What follows belongs to an exercise in optimizing a design on an open flow for small area and a short achievable clock period; a production flow would make more cautious choices.
Function was not checked in any run shown here: the RTL went through the layout flow alone.
Power figures rest on the tool's default switching activity, not on a simulated workload.

==> flow/design.v <==
module span_screensaver_engine (
  input  logic          clk12p5mhz_clk,
  input  logic          reset,
  input  logic          tick,
  input  logic          scroll_en,
  input  logic [7:0]    coordinate_x,
  input  logic [6:0]    coordinate_y,
  input  logic          wr_en,
  input  logic [7:0]    wr_col,
  input  logic [1:0]    wr_span,
  input  logic [6:0]    wr_lower,
  input  logic [6:0]    wr_upper,
  input  logic          pal_we,
  input  logic [3:0]    pal_addr,
  input  logic [15:0]   pal_data,
  output logic          wr_ready,
  output logic [1:0]    phase,
  output logic [15:0]   volume_color
);
  localparam int NCOL = 96;
  logic              run_q;         
  logic [6:0]        cnt_q;         
  logic [6:0]        scroll_q;
  logic              ph_q;
  logic [15:0]       color_q;
  logic [5:0][15:0]  pal_q;         
  logic [NCOL-1:0][11:0] span0_q, span1_q;    
  logic        wr_ok;
  logic [6:0]  waddr;
  logic [11:0] wdata;
  logic        we0, we1;
  assign wr_ok = wr_en && (wr_col < 8'd96) && !wr_span[1];
  assign waddr = run_q ? wr_col[6:0] : cnt_q;
  assign wdata = run_q ? {wr_lower[5:0] | {6{wr_lower[6]}}, wr_upper[5:0] | {6{wr_upper[6]}}}
                       : {6'h3f, 6'h00};
  assign we0   = run_q ? (wr_ok && !wr_span[0]) : 1'b1;
  assign we1   = run_q ? (wr_ok &&  wr_span[0]) : 1'b1;
  always_ff @(posedge clk12p5mhz_clk) begin
    for (int c = 0; c < NCOL; c++) begin
      if (we0 && waddr == 7'(c)) span0_q[c] <= wdata;
      if (we1 && waddr == 7'(c)) span1_q[c] <= wdata;
    end
  end
  always_ff @(posedge clk12p5mhz_clk) begin
    if (reset) begin
      run_q    <= 1'b0;
      cnt_q    <= '0;
      scroll_q <= '0;
      ph_q     <= 1'b0;
    end else begin
      if (!run_q) begin
        if (cnt_q == 7'd95) run_q <= 1'b1;
        else                cnt_q <= cnt_q + 7'd1;
      end
      if (tick) begin
        ph_q <= !ph_q;
        if (scroll_en) scroll_q <= (scroll_q == 7'd95) ? 7'd0 : scroll_q + 7'd1;
      end
    end
  end
  localparam logic [95:0] PAL_INIT = {
    16'hFFFF, 16'h07FF, 16'hF81F,     
    16'h001F, 16'h07E0, 16'hF800      
  };
  always_ff @(posedge clk12p5mhz_clk) begin
    if (reset) pal_q <= PAL_INIT;
    else if (pal_we && !pal_addr[3] && pal_addr[1:0] != 2'd3)
      pal_q[pal_addr[2] ? 3 + pal_addr[1:0] : pal_addr[1:0]] <= pal_data;
  end
  logic [4:0]  xl, sl, pp, gg, oo;
  logic [31:0] lo_sel;
  logic        c5;
  logic [1:0]  xh, sh;
  logic [2:0]  hi_sel;
  logic [2:0][11:0] g0, g1;
  logic [2:0]  ghit;
  logic        hit, visible;
  logic [1:0]  sect;
  logic [15:0] pcol;
  always_comb begin
    xl = coordinate_x[4:0];
    sl = scroll_q[4:0];
    pp = xl ^ sl;
    gg = xl & sl;
    oo = xl | sl;
    for (int j = 0; j < 32; j++) begin
      lo_sel[j] = (pp[0] == j[0]);
      for (int i = 1; i < 5; i++)
        lo_sel[j] = lo_sel[j] & ((pp[i] ^ j[i]) == (j[i-1] ? gg[i-1] : oo[i-1]));
    end
    c5 = ({1'b0, xl} + {1'b0, sl}) >= 6'd32;
    xh = coordinate_x[6:5];
    sh = scroll_q[6:5];
    for (int k = 0; k < 3; k++)
      hi_sel[k] = (xh == 2'(k)              && ((sh == 2'd0 && !c5) || (sh == 2'd2 && c5))) ||
                  (xh == 2'((k + 2) % 3)    && ((sh == 2'd1 && !c5) || (sh == 2'd0 && c5))) ||
                  (xh == 2'((k + 1) % 3)    && ((sh == 2'd2 && !c5) || (sh == 2'd1 && c5)));
    for (int k = 0; k < 3; k++) begin
      g0[k] = '0;
      g1[k] = '0;
      for (int j = 0; j < 32; j++) begin
        g0[k] = g0[k] | ({12{lo_sel[j]}} & span0_q[32*k + j]);
        g1[k] = g1[k] | ({12{lo_sel[j]}} & span1_q[32*k + j]);
      end
      ghit[k] = ((g0[k][11:6] <= coordinate_y[5:0]) && (coordinate_y[5:0] <= g0[k][5:0])) ||
                ((g1[k][11:6] <= coordinate_y[5:0]) && (coordinate_y[5:0] <= g1[k][5:0]));
    end
    hit = |(ghit & hi_sel);
    if (coordinate_x <= 8'd30)      sect = 2'd0;
    else if (coordinate_x <= 8'd65) sect = 2'd1;
    else                            sect = 2'd2;
    visible = run_q && (coordinate_x < 8'd96) &&
              (coordinate_y >= 7'd2) && (coordinate_y < 7'd62);
    pcol = (visible && !reset) ? pal_q[ph_q ? 3 + sect : sect] : 16'h0000;
  end
  always_ff @(posedge clk12p5mhz_clk) color_q <= hit ? pcol : 16'h0000;
  assign wr_ready     = run_q;
  assign phase        = {1'b0, ph_q};
  assign volume_color = color_q;
endmodule
==> flow/run.sh <==
#!/bin/bash
# synth_recipe.tcl (not shown) runs the flow's synth.tcl, then flattens the netlist and writes it again
# the make line also repeats each setting of config.mk as NAME=value (left out here)
make -C /OpenROAD-flow-scripts/flow DESIGN_CONFIG=/design/flow/config.mk WORK_HOME=/design/flow/orfs CLKGATE_MAP_FILE= SYNTH_SCRIPT=/design/flow/synth_recipe.tcl finish
==> flow/config.mk <==
export PLATFORM = sky130hd
export DESIGN_NAME = span_screensaver_engine
export DESIGN_NICKNAME = span_screensaver_engine
export VERILOG_FILES = /design/flow/design.v
export SDC_FILE = /design/flow/constraint.sdc
export NUM_CORES = 4
export LEC_CHECK = 0
export CAP_MARGIN = 20
export CORE_MARGIN = 2
export CORE_UTILIZATION = 40
export SETUP_SLACK_MARGIN = 5
export SLEW_MARGIN = 20
==> flow/constraint.sdc <==
create_clock -name core_clock -period 10.0 [get_ports {clk12p5mhz_clk}]
set_input_delay 2.0000 -clock core_clock [delete_from_list [all_inputs] [get_ports {clk12p5mhz_clk}]]
set_output_delay 2.0000 -clock core_clock [all_outputs]
set_load 0.01 [all_outputs]
==> impl_metrics.py, run 1 <==
metrics = {
    "floorplanning": {
        "die_y_um": 485,
        "start_util_pct": 40.2,
        "die_w_um": 485,
        "pin_count": 84,
        "dieArea_sq_um": 235000,
        "core_sq_um": 230000,
        "std_cell_rows": 176,
    },
    "logic_synthesis": {
        "ys_types": 72,
        "synth_edf_count": 2304,
        "ys_warn_count": 1,
        "synth.area.top_cells": "edfxtp_1, a22oi_1, dfxtp_1",
        "synth_cells": 5769,
        "synth_top_area_share_pct": 74.9,
        "syn_nets": 5928,
        "synth_async_sr_flop_share_pct": 0,
        "avgSynthCellArea_sq_um": 16.0,
        "synthesis.area_sq_um": 92400,
        "synth_area_leader_cell": "edfxtp_1",
        "synth_ff_type": "edfxtp_1",
        "ys_ff_latch": 2432,
        "yosysSeqAreaShare_pct": 77.7,
    },
    "hold_path": {
        "hp-class": "reg2reg",
    },
    "timing": {
        "finalHoldViolCount": 0,
        "layout_min_cycle_time_ns": 6.44,
        "relSlewSlack_pct": 13.2,
        "skew_ns": 0.0420,
        "setup_viol": 0,
        "maxSlewViolCount": 0,
        "min_period_over_period_pct": 64.4,
        "rsz0062_at_grt": "yes",
        "setup_tns_ns": 0,
        "worst_hold_slack_ns": 0.488,
        "max_freq_mhz": 155,
        "worst_pin_slew_ns": 1.30,
    },
    "power": {
        "power_density_nw_per_um2": 196,
        "ir_drop_mv": 0.149,
        "p_total_w": 0.0212,
        "leakage_nw": 35.6,
    },
    "cells_and_area": {
        "fillers": 19500,
        "drive_gt1_share_pct": 16.6,
        "mostFrequentLayoutCell": "edfxtp_1",
        "final_util_pct": 47.3,
        "syn_to_final_growth_pct": 17.6,
        "fin_nets": 6338,
        "multi_input_area_sq_um": 20900,
        "post_layout_nonfiller_instances": 9414,
        "final-seq-area_sq_um": 71700,
        "final_cell_mix": "edfxtp_1, a22oi_1, nand2_1",
    },
    "setup_path": {
        "cp_data_required_time_ns": 10.74,
        "cp.arrival_ns": 7.18,
        "worstSetupPathType": "in2reg",
        "worst-path-max-fanout": 21,
        "worstSetupStartpointType": "input port",
        "cp-end-kind": "flip-flop",
    },
    "global_routing": {
        "grt_pass1_wl_mm": 461,
        "antenna_found_initial": 20,
        "grt_use_total_pct": 28.1,
        "grt_max_degree": 132,
        "first_global_vias": 56200,
        "gr-total-overflow": 0,
    },
    "clock_network": {
        "clock_sinks": 2432,
        "cts_tree": "built",
        "cts_buffer_depth": 3,
        "clock_latency_ns": 0.92,
        "root_buffer": "clkbuf_16",
        "path_clk_slew_ns": 0.06,
        "cts_buffers": 238,
        "cts_max_level": 4,
    },
    "placed_design": {
        "port_buffers": 82,
        "gp_congestion": 0.923,
        "dp_cells": 8840,
        "hpwl_mm": 200,
    },
    "run": {
        "max-cap-violations": 0,
    },
    "route": {
        "wl_per_cell_um": 36.0,
        "wirelength_mm": 339,
        "drcViolationCount": 0,
        "ant_nets": 0,
        "vias_per_cell": 6.46,
        "first_pass_iters": 10,
        "drtIter0Drc": 10600,
        "dr_total_vias": 60800,
    },
    "run_status": {
        "outcome": "complete, no violations",
    },
}
-- sequential cells by signal, indices dropped and copies added, names as in the netlist --
signal and cells:
cnt_q 7, color_q 16, pal_q 96, ph_q 1, run_q 1, scroll_q 7
span0_q 1152, span1_q 1152
-- final cells by class --
cell class,instances,area share (%)
clock inverter,137,0.992
tap,3026,3.48
inverter,55,0.222
antenna,12,0.0276
clock buffer,300,5.74
multi-input combinational,2955,19.3
sequential,2432,66.0
timing repair buffer,497,4.23
-- critical path, stage by stage --
cell       delay [ns]
buf_4            0.14
ha_1             0.51
xor2_4           0.47
buf_6            0.40
nand2_1          0.15
buf_4            0.25
nor2_4           0.38
buf_6            0.33
a221oi_1         0.19
o2111ai_1        0.27
nor3_1           0.12
ha_1             0.35
nand4_1          0.16
a21oi_1          0.21
o32ai_2          0.12
a22oi_2          0.46
a31oi_2          0.10
a211oi_4         0.22
buf_12           0.19
nor3_1           0.06
-- where the power goes --
group,total (W),internal [W],switching (W)
Sequential,0.0110,0.0110,0.0000126
Clock,0.00854,0.00464,0.00391
Combinational,0.00169,0.000534,0.00115
-- cell usage after synthesis, drive strengths merged, types with 4 or more instances --
cell / instances
o2bb2ai: 8
o211ai: 17
a221oi: 143
xor2: 7
o21ai: 104
fa: 4
nor4: 28
a2111oi: 26
and4: 7
a211oi: 23
dfxtp: 128
inv: 54
a21o: 9
o22a: 18
a21boi: 6
nand2: 497
nor2b: 27
o32ai: 16
ha: 90
buf: 111
nand3: 92
nor3: 62
nor2: 338
nand4: 84
mux2i: 101
and2: 7
a22oi: 590
or4: 15
edfxtp: 2304
and3: 10
o2111ai: 27
o21a: 6
xnor2: 13
nand2b: 21
a31oi: 40
a222oi: 48
mux2: 13
a21oi: 209
a22o: 84
a221o: 65
clkbuf: 228
or3: 16
o221ai: 11
o22ai: 42
-- kinds of logic (layout without fill, tap and decap cells) --
kind of cell	count (synthesis)	after routing	share of synthesized area (%)
AOI/OAI and AO/OA	1501	1501	12.0
xor gates and xnor gates	20	20	0.222
adders and majority gates	94	94	1.31
buffers and inverters	394	989	1.70
DFF	2432	2432	77.7
muxes	114	114	1.25
other	1	13	0.00406
and+or+nand+nor	1213	1225	5.84
-- worst paths after layout --
path | start | to | slack [ns] | cells past startpoint
max | coordinate_x[4] | color_q[7] | 3.56 | 20
min | pal_q[93] | pal_q[93] | 0.49 | 1
max reg2reg | scroll_q[0] | color_q[7] | 4.33 | 18
min reg2reg | pal_q[93] | pal_q[93] | 0.49 | 1
-- per-layer routing --
metal,GRT usage (%),vias to the layer above,share of wire [%]
li1,-,24200,-
met5,0,-,0.028
met4,12.6,14,4.9
met3,7.88,769,14
met2,41.9,4806,44
met1,38.2,31000,37
-- metrics by stage --
step | instance area [sq um] | setup WS (ns)
floorplan | 93100 | 4.28
global placement | 99000 | 0.553
detailed placement | 99000 | 0.555
CTS | 108000 | 3.70
global route | 109000 | 3.60
finish | 109000 | 3.56
-- what timing repair did --
item | CTS | global route
gates resized for setup | 148 | 90
setup buffers | 94 | 16
pin swaps | 44 | 28
setup endpoints to repair | 40 | 104
cloned | 13 | 1
hold buffers | 0 | 0
==> run 2: changes to the inputs <==
--- a/flow/design.v
+++ b/flow/design.v
@@ -69,3 +69,15 @@
   end
-  logic [4:0]  xl, sl, pp, gg, oo;
+  function automatic logic le6(input logic [5:0] a, input logic [5:0] b);
+    logic r;
+    r = 1'b1;
+    for (int i = 0; i < 6; i++) r = (!a[i] & b[i]) | (!(a[i] & !b[i]) & r);
+    le6 = r;
+  endfunction
+  logic [4:0]  xl, sl;
+  logic [4:0]        d;
+  logic [1:0]        t0;    
+  logic [3:0]        t1;
+  logic [7:0]        t2;
+  logic [15:0]       t3;
+  logic [31:0]       t4;
   logic [31:0] lo_sel;
@@ -80,13 +92,19 @@
   always_comb begin
+    sl = scroll_q[4:0];
+    for (int v = 0; v < 32; v++) begin
+      d = v[4:0] - sl;
+      if (v < 2)  t0[v] = d[0];
+      if (v < 4)  t1[v] = d[1];
+      if (v < 8)  t2[v] = d[2];
+      if (v < 16) t3[v] = d[3];
+      t4[v] = d[4];
+    end
+  end
+  always_comb begin
     xl = coordinate_x[4:0];
-    sl = scroll_q[4:0];
-    pp = xl ^ sl;
-    gg = xl & sl;
-    oo = xl | sl;
-    for (int j = 0; j < 32; j++) begin
-      lo_sel[j] = (pp[0] == j[0]);
-      for (int i = 1; i < 5; i++)
-        lo_sel[j] = lo_sel[j] & ((pp[i] ^ j[i]) == (j[i-1] ? gg[i-1] : oo[i-1]));
-    end
-    c5 = ({1'b0, xl} + {1'b0, sl}) >= 6'd32;
+    for (int j = 0; j < 32; j++)
+      lo_sel[j] = (xl[0] == t0[j % 2]) & (xl[1] == t1[j % 4]) & (xl[2] == t2[j % 8]) &
+                  (xl[3] == t3[j % 16]) & (xl[4] == t4[j]);
+    c5 = 1'b0;
+    for (int i = 0; i < 5; i++) c5 = (xl[i] & sl[i]) | ((xl[i] | sl[i]) & c5);
     xh = coordinate_x[6:5];
@@ -104,4 +122,4 @@
       end
-      ghit[k] = ((g0[k][11:6] <= coordinate_y[5:0]) && (coordinate_y[5:0] <= g0[k][5:0])) ||
-                ((g1[k][11:6] <= coordinate_y[5:0]) && (coordinate_y[5:0] <= g1[k][5:0]));
+      ghit[k] = (le6(g0[k][11:6], coordinate_y[5:0]) && le6(coordinate_y[5:0], g0[k][5:0])) ||
+                (le6(g1[k][11:6], coordinate_y[5:0]) && le6(coordinate_y[5:0], g1[k][5:0]));
     end
==> impl_metrics.py, run 2 <==
metrics = {
    "clock_network": {
        "root_buffer": "clkbuf_16",
        "cts_buffers": 235,
        "clock_latency_ns": 0.93,
        "cts_buffer_depth": 3,
        "path_clk_slew_ns": 0.06,
        "clock_sinks": 2432,
        "cts_max_level": 4,
        "cts_tree": "built",
    },
    "logic_synthesis": {
        "synth_area_leader_cell": "edfxtp_1",
        "synth_commonest_cells": "edfxtp_1, nand2_1, mux2i_1",
        "ys_types": 102,
        "syn_nets": 6168,
        "yosysSeqAreaShare_pct": 75.6,
        "synth_most_common_cell": "edfxtp_1",
        "synth_ff_type": "edfxtp_1",
        "synth_cells": 6073,
        "avgSynthCellArea_sq_um": 15.6,
        "synth.area.top_cells": "edfxtp_1, mux2i_1, nand2_1",
        "synth_edf_count": 2304,
        "synth_async_sr_flop_share_pct": 0,
        "synthesis.area_sq_um": 94900,
        "ys_warn_count": 1,
        "ys_ff_latch": 2432,
        "synth_top_area_share_pct": 72.9,
    },
    "route": {
        "vias_per_cell": 6.52,
        "wirelength_mm": 388,
        "drtIter0Drc": 12400,
        "drcViolationCount": 0,
        "first_pass_iters": 9,
        "dr_total_vias": 64800,
        "wl_per_cell_um": 39.0,
        "ant_nets": 0,
    },
    "setup_path": {
        "cp.arrival_ns": 6.22,
        "max_stage_delay_ns": 0.49,
        "crit_top_cell": "buf_4",
        "worst-path-max-fanout": 18,
        "rrSetupSlack_ns": 4.62,
        "worstSetupStartpointType": "input port",
        "worstSetupPathType": "in2reg",
        "path_cells": "buf_16, xnor2_4, buf_4, nor3_2, nor2_4, buf_4, buf_6, mux2_2, o211ai_1, and4_1, nand3_1, nor2_1, a2111oi_4, nor3_4, o32a_4, buf_12, a31oi_2",
        "cp_data_required_time_ns": 10.77,
        "crit_path_top_delay_cell": "nor3_4",
        "cp-end-kind": "flip-flop",
    },
    "floorplanning": {
        "dieArea_sq_um": 241000,
        "die_y_um": 491,
        "pin_count": 84,
        "die_w_um": 491,
        "core_sq_um": 236000,
        "start_util_pct": 40.3,
        "std_cell_rows": 178,
    },
    "placed_design": {
        "port_buffers": 82,
        "gp_congestion": 0.998,
        "hpwl_mm": 238,
    },
    "timing": {
        "layout_min_cycle_time_ns": 5.45,
        "setup_tns_ns": 0,
        "max_freq_mhz": 183,
        "min_period_over_period_pct": 54.5,
        "worst_pin_slew_ns": 1.34,
        "skew_ns": 0.0498,
        "setup_viol": 0,
        "finalHoldViolCount": 0,
        "relSlewSlack_pct": 10.5,
        "rsz0062_at_grt": "yes",
        "maxSlewViolCount": 0,
    },
    "power": {
        "leakage_nw": 37.4,
        "power_density_nw_per_um2": 189,
        "p_total_w": 0.0214,
        "ir_drop_mv": 0.182,
    },
    "global_routing": {
        "first_global_vias": 59600,
        "gr-total-overflow": 0,
        "grt_pass1_wl_mm": 514,
        "grt_use_total_pct": 31.1,
        "antenna_found_initial": 25,
        "grt_max_degree": 192,
    },
    "cells_and_area": {
        "drive_gt1_share_pct": 19.6,
        "fillers": 20000,
        "final_cell_mix": "edfxtp_1, nand2_1, buf_4",
        "mostFrequentLayoutCell": "edfxtp_1",
        "reg_top3": "span0_q (1152), span1_q (1152), pal_q (96)",
        "fin_nets": 6652,
        "syn_to_final_growth_pct": 19.1,
    },
    "hold_path": {
        "hp-class": "reg2reg",
    },
    "run": {
        "max-cap-violations": 0,
    },
    "run_status": {
        "outcome": "complete, no violations",
    },
}
## run 2: changes by cell type in the layout (fill, tap and decap cells not counted), moves of 61 or more
cell / previous run / this run
a22oi_1: 583 / 212
a21oi_1: 206 / 278
o22ai_1: 39 / 100
nand2_1: 488 / 674
ha_1: 80 / 19
mux2i_1: 101 / 326
## run 2: path summary, 6_finish.rpt
path	cells past startpoint	startpoint	endpoint
max	17	coordinate_x[4]	color_q[12]
min	1	pal_q[12]	pal_q[12]
max reg2reg	17	scroll_q[1]	color_q[12]
min reg2reg	1	pal_q[12]	pal_q[12]
## run 2: metal layers
layer / global-route usage (%) / up-vias / share of wire (%)
met5: 0.516 / - / 0.075
met4: 18.9 / 21 / 7.3
met3: 8.89 / 1177 / 14
met2: 46.0 / 5470 / 43
met1: 40.4 / 32900 / 35
li1: - / 25200 / -
## run 2: repair_timing
action,in CTS,in global routing
pin swaps,68,41
setup endpoints to repair,375,76
setup buffers,119,47
cloned,9,5
gates resized for setup,333,149
hold buffers,0,0
## run 2: kinds of logic after synthesis
family	Yosys count	synth area share, %
flops	2432	75.6
simple gates	1414	6.59
compound gates	1342	10.3
mux	399	4.50
buf+inv	386	1.74
xor+xnor	54	0.759
fa+ha+maj	45	0.557
other cells	1	0.00395
## run 2: area by class of cell
type	instances	area, sq um	area share, %
inverters	36	150	0.133
clock buffers	297	6230	5.51
flip-flops and latches	2432	71800	63.5
well taps	3150	3940	3.49
repair buffers	594	5860	5.18
multi-input cells	3258	24000	21.2
clock inverters	141	1080	0.957
diodes	27	67.6	0.0597
## run 2: critical path: cells and delay by family
kind	cells	cell delay [ns]
AND/OR/NAND/NOR	6	1.39
buffers and inverters	5	1.14
AO/OA/AOI/OAI	4	0.99
multiplexers	1	0.39
XOR/XNOR	1	0.27
## run 2: per-stage QoR
stage / worst slack [ns] / util, % / cells / hold slack, ns / cell area (sq um)
floorplan: 4.71 / - / 6073 / 0.451 / 95200
global placement: 1.07 / 43.1 / 9281 / 0.463 / 102000
detailed placement: 1.16 / 43.2 / 9284 / 0.470 / 102000
CTS: 4.73 / 47.4 / 9850 / 0.484 / 112000
global route: 4.64 / 48.0 / 9909 / 0.498 / 113000
finish: 4.55 / 48.0 / 9935 / 0.485 / 113000
## run 2: report_power, final
part	leakage [nW]	switching [W]	internal, W	total, W
Combinational	11.6	0.00120	0.000559	0.00176
Sequential	22.1	0.0000131	0.0110	0.0110
Clock	3.60	0.00393	0.00470	0.00863
Total	37.4	0.00514	0.0163	0.0214

afterwards: timing with drivers on the ports:
Ports are ideal in the flow. The routed layouts listed here were re-timed in OpenROAD. Step 1 sets driving cells, clkbuf_16 on the clock port and buf_2 on the other inputs (assumed; they add their load-dependent delay and slew). Step 2 times the ports against the registers' clock, not the clock port: input delays grow and output delays shrink by t, the midpoint of the rising clock arrivals with the driver on. Slacks: no drivers / after step 1 / after step 2; pairs: no drivers / after step 1.
run	shift t [ns]	slack for setup (ns)	worst hold slack (ns)	clock arrival spread, ns	cell pins on the clock port's net
run 1	0.994	3.563 / 3.641 / 2.647	0.488 / 0.488 / 0.488	0.049 / 0.048	1
run 2	1.003	4.548 / 4.581 / 3.577	0.485 / 0.485 / 0.485	0.052 / 0.051	1
After both steps setup and hold are still met in every run listed. The setup slack of run 2, which loses most, moves by +0.033 ns with the drivers and by -0.971 ns with both steps.
